From an optimization exercise on the open Yosys and OpenROAD flow, aimed at small area; shortcuts taken in it are not production practice. In this exercise RTL edits were held to simulation tests only and were not proved equivalent to the original. Power figures rest on the tool's default switching activity, not on a simulated workload. The clock port is modelled as an ideal driver; clocking choices that lean on that would not hold on a real chip.

Setup of v31:
## rv_core_top
module rv_core_top
(
    input  wire logic            clk_i,
    input  wire logic            rst_n_i,
    output logic      [XLEN-1:0] inst_addr_o,
    input  wire logic [XLEN-1:0] inst_i,
    output logic                 mem_wen_o,
    output logic      [XLEN-1:0] mem_waddr_o,
    output logic      [XLEN-1:0] mem_wdata_o,
    output logic      [7:0]      mem_wmask_o,
    output logic      [XLEN-1:0] mem_raddr_o,
    input  wire logic [XLEN-1:0] mem_rdata_i
);
==> flow/config.mk <==
export PLATFORM = sky130hd
export DESIGN_NAME = rv_core_top
export DESIGN_NICKNAME = rv_core_top
export VERILOG_FILES = /design/flow/design.v
export SDC_FILE = /design/flow/constraint.sdc
export NUM_CORES = 8
export LEC_CHECK = 0
export CAP_MARGIN = 20
export CORE_MARGIN = 2
export CORE_UTILIZATION = 60
export SLEW_MARGIN = 20
==> flow/constraint.sdc <==
create_clock -name core_clock -period 13.0 [get_ports {clk_i}]
set_input_delay 2.6000 -clock core_clock [delete_from_list [all_inputs] [get_ports {clk_i}]]
set_output_delay 2.6000 -clock core_clock [all_outputs]
set_load 0.01 [all_outputs]
standard.sh (not shown) runs the stock make flow with config.mk's settings and CLKGATE_MAP_FILE= SYNTH_SCRIPT=/design/flow/synth_recipe.tcl, a recipe that flattens the netlist after the stock synthesis.
==> flow/flow/run.sh <==
#!/bin/bash
# Own layout flow: the standard ORFS flow (bash standard.sh) with
#  - an area-oriented ABC mapping script (a private copy of the ORFS scripts
#    folder in which only abc_area.script differs, used with ABC_AREA=1),
#  - port buffers of the smallest buffer cell,
#  - a clock tree of larger sink clusters and no dummy loads.
# Each tool's output goes to a log file in the work folder.
set -euo pipefail
rm -rf scripts
cp -r "$FLOW_HOME/scripts" scripts
printf '%s\n' strash '&get -n' '&st' '&dch' '&nf -R 1000' '&st' '&dch' '&nf -R 1000' '&put' \
    > scripts/abc_area.script
CTS="-sink_clustering_enable -repair_clock_nets -dont_use_dummy_load"
CTS="$CTS -buf_list sky130_fd_sc_hd__clkbuf_16 -sink_clustering_size 34 -sink_clustering_max_diameter 100"
bash standard.sh \
    "SCRIPTS_DIR=$PWD/scripts" \
    "ABC_AREA=1" \
    "BUFFER_PORTS_ARGS=-buffer_cell sky130_fd_sc_hd__buf_1" \
    "CTS_ARGS=$CTS" \
    finish > standard.log 2>&1
### v31 -> v18
Settings: setting PLACE_DENSITY to 0.8 for the first time.
-- flow/flow/run.sh --
<<< v31, line 13
CTS="-sink_clustering_enable -repair_clock_nets -dont_use_dummy_load"
CTS="$CTS -buf_list sky130_fd_sc_hd__clkbuf_16 -sink_clustering_size 34 -sink_clustering_max_diameter 100"
bash standard.sh \
>>> v18, line 13
CTS="-sink_clustering_enable -repair_clock_nets -dont_use_dummy_load"
CTS="$CTS -buf_list sky130_fd_sc_hd__clkbuf_16 -sink_clustering_size 36 -sink_clustering_max_diameter 120"
bash standard.sh \
[summary]
v18 reports a higher average via count per standard cell than v31 does.
v18: global-route usage 0.71 points below v31
v18 has less setup slack than v31.
The number of clock buffers inserted by TritonCTS number comes out higher for v31 vs v18.
v18 -> v31: core utilization flat
v31 has higher clock power than v18.
On final non-filler cell area, v31 tracks v18 almost exactly.
Changes observed in v18 relative to v31: routed wire length saw a decrease, sequential fraction of total cell area level.
v18 vs v31, total power went down by about 0.7%.

---

Another version of the RTL of rv_core_top (not shown whole).
For scale: ~2100 cells after synthesis, roughly 1100 flip-flops, about 29000 um^2 of cells after synthesis.
## rv_core_top
module rv_core_top
(
    input  wire logic            clk_i,
    input  wire logic            rst_n_i,
    output logic      [XLEN-1:0] inst_addr_o,
    input  wire logic [XLEN-1:0] inst_i,
    output logic                 mem_wen_o,
    output logic      [XLEN-1:0] mem_waddr_o,
    output logic      [XLEN-1:0] mem_wdata_o,
    output logic      [7:0]      mem_wmask_o,
    output logic      [XLEN-1:0] mem_raddr_o,
    input  wire logic [XLEN-1:0] mem_rdata_i
);
export LEC_CHECK = 0
export CAP_MARGIN = 20
export CORE_MARGIN = 2
export CORE_UTILIZATION = 60
export SLEW_MARGIN = 20
create_clock -name core_clock -period 13.0 [get_ports {clk_i}]
==> flow/flow/run.sh <==
#!/bin/bash
# Own layout flow: the standard ORFS flow (bash standard.sh), with port
# buffers of the smallest buffer cell and a clock tree of larger sink
# clusters. Each tool's output goes to a log file in the work folder.
set -euo pipefail
CTS="-sink_clustering_enable -repair_clock_nets -dont_use_dummy_load"
CTS="$CTS -buf_list sky130_fd_sc_hd__clkbuf_16 -sink_clustering_size 35 -sink_clustering_max_diameter 80"
bash standard.sh \
    "BUFFER_PORTS_ARGS=-buffer_cell sky130_fd_sc_hd__buf_1" \
    "CTS_ARGS=$CTS" \
    finish > standard.log 2>&1
Next try:
==> flow/run.sh (new file) <==
#!/bin/bash
# synth_recipe.tcl (not shown) runs the flow's synth.tcl, then flattens the netlist and writes it again
# the make line also repeats each setting of config.mk as NAME=value (left out here)
make -C /OpenROAD-flow-scripts/flow DESIGN_CONFIG=/design/flow/config.mk WORK_HOME=/design/flow/orfs CLKGATE_MAP_FILE= SYNTH_SCRIPT=/design/flow/synth_recipe.tcl finish
- CTS_BUF_LIST: not set -> sky130_fd_sc_hd__clkbuf_16
- CTS_CLUSTER_DIAMETER: not set -> 80
- CTS_CLUSTER_SIZE: not set -> 35
removed: flow/flow/run.sh
removed: flow/standard.sh
Result:
- design area is higher by 4.7%
- die area stays the same
- wire length is higher by 3.2%
Next try:
- CORE_UTILIZATION: 60 -> 30
- CTS_BUF_LIST: sky130_fd_sc_hd__clkbuf_16 -> sky130_fd_sc_hd__clkbuf_4 sky130_fd_sc_hd__clkbuf_8
- CTS_CLUSTER_DIAMETER: 80 -> not set
- CTS_CLUSTER_SIZE: 35 -> not set
The new run went through all stages and came out clean. Register-to-register slack improves by 140 ps. Core utilization goes down by 31 points. Clock skew barely changes.
Next try:
- CORE_UTILIZATION: 30 -> 70
- CTS_BUF_LIST: sky130_fd_sc_hd__clkbuf_4 sky130_fd_sc_hd__clkbuf_8 -> sky130_fd_sc_hd__clkbuf_16
- CTS_CLUSTER_DIAMETER: not set -> 60
- CTS_CLUSTER_SIZE: not set -> 30
- The changed run completed with no timing, DRC or antenna violations
- via count grows by a few percent
- total power shrinks by about a fifth
- synthesized area stays the same
- hold slack gets better by 3.8 ps
- worst setup slack gets worse by 330 ps
- wire length grows slightly
- critical path depth stays the same
- clock skew grows by 10 ps

## afterwards: timing with drivers on the ports
The results above use ideal ports. As a check the final layouts listed here were re-extracted and re-timed, cells and wires unchanged. Step 1, drivers: a clkbuf_16 drives clk_i and a buf_2 each remaining input, both assumed. Step 2 also shifts input and output timing later by t, the mid clock arrival at the registers, as if the neighbouring blocks saw the same clock. Slacks: ideal / step 1 / step 2; pairs: ideal / step 1.
run	t (ns)	setup WS [ns]	latest minus earliest clock arrival (ns)	worst slew at a driven data input, ns	cell pins on the clock port's net
v31	0.626	4.958 / 4.934 / 4.934	0.070 / 0.070	0.09	1
v18	0.625	4.904 / 4.878 / 4.878	0.061 / 0.062	0.10	1
the first run of note 2	0.633	6.268 / 6.261 / 5.627	0.061 / 0.061	0.10	1
the second run of note 2	0.652	6.248 / 6.240 / 5.588	0.040 / 0.040	0.07	1
the third run of note 2	0.841	6.597 / 6.557 / 5.716	0.040 / 0.041	0.10	1
the fourth run of note 2	0.661	6.267 / 6.303 / 5.642	0.047 / 0.047	0.08	1
After both steps setup and hold are still met in every run listed. The setup slack of the third run of note 2, which loses most, moves by -0.040 ns with the drivers and by -0.881 ns with both steps.
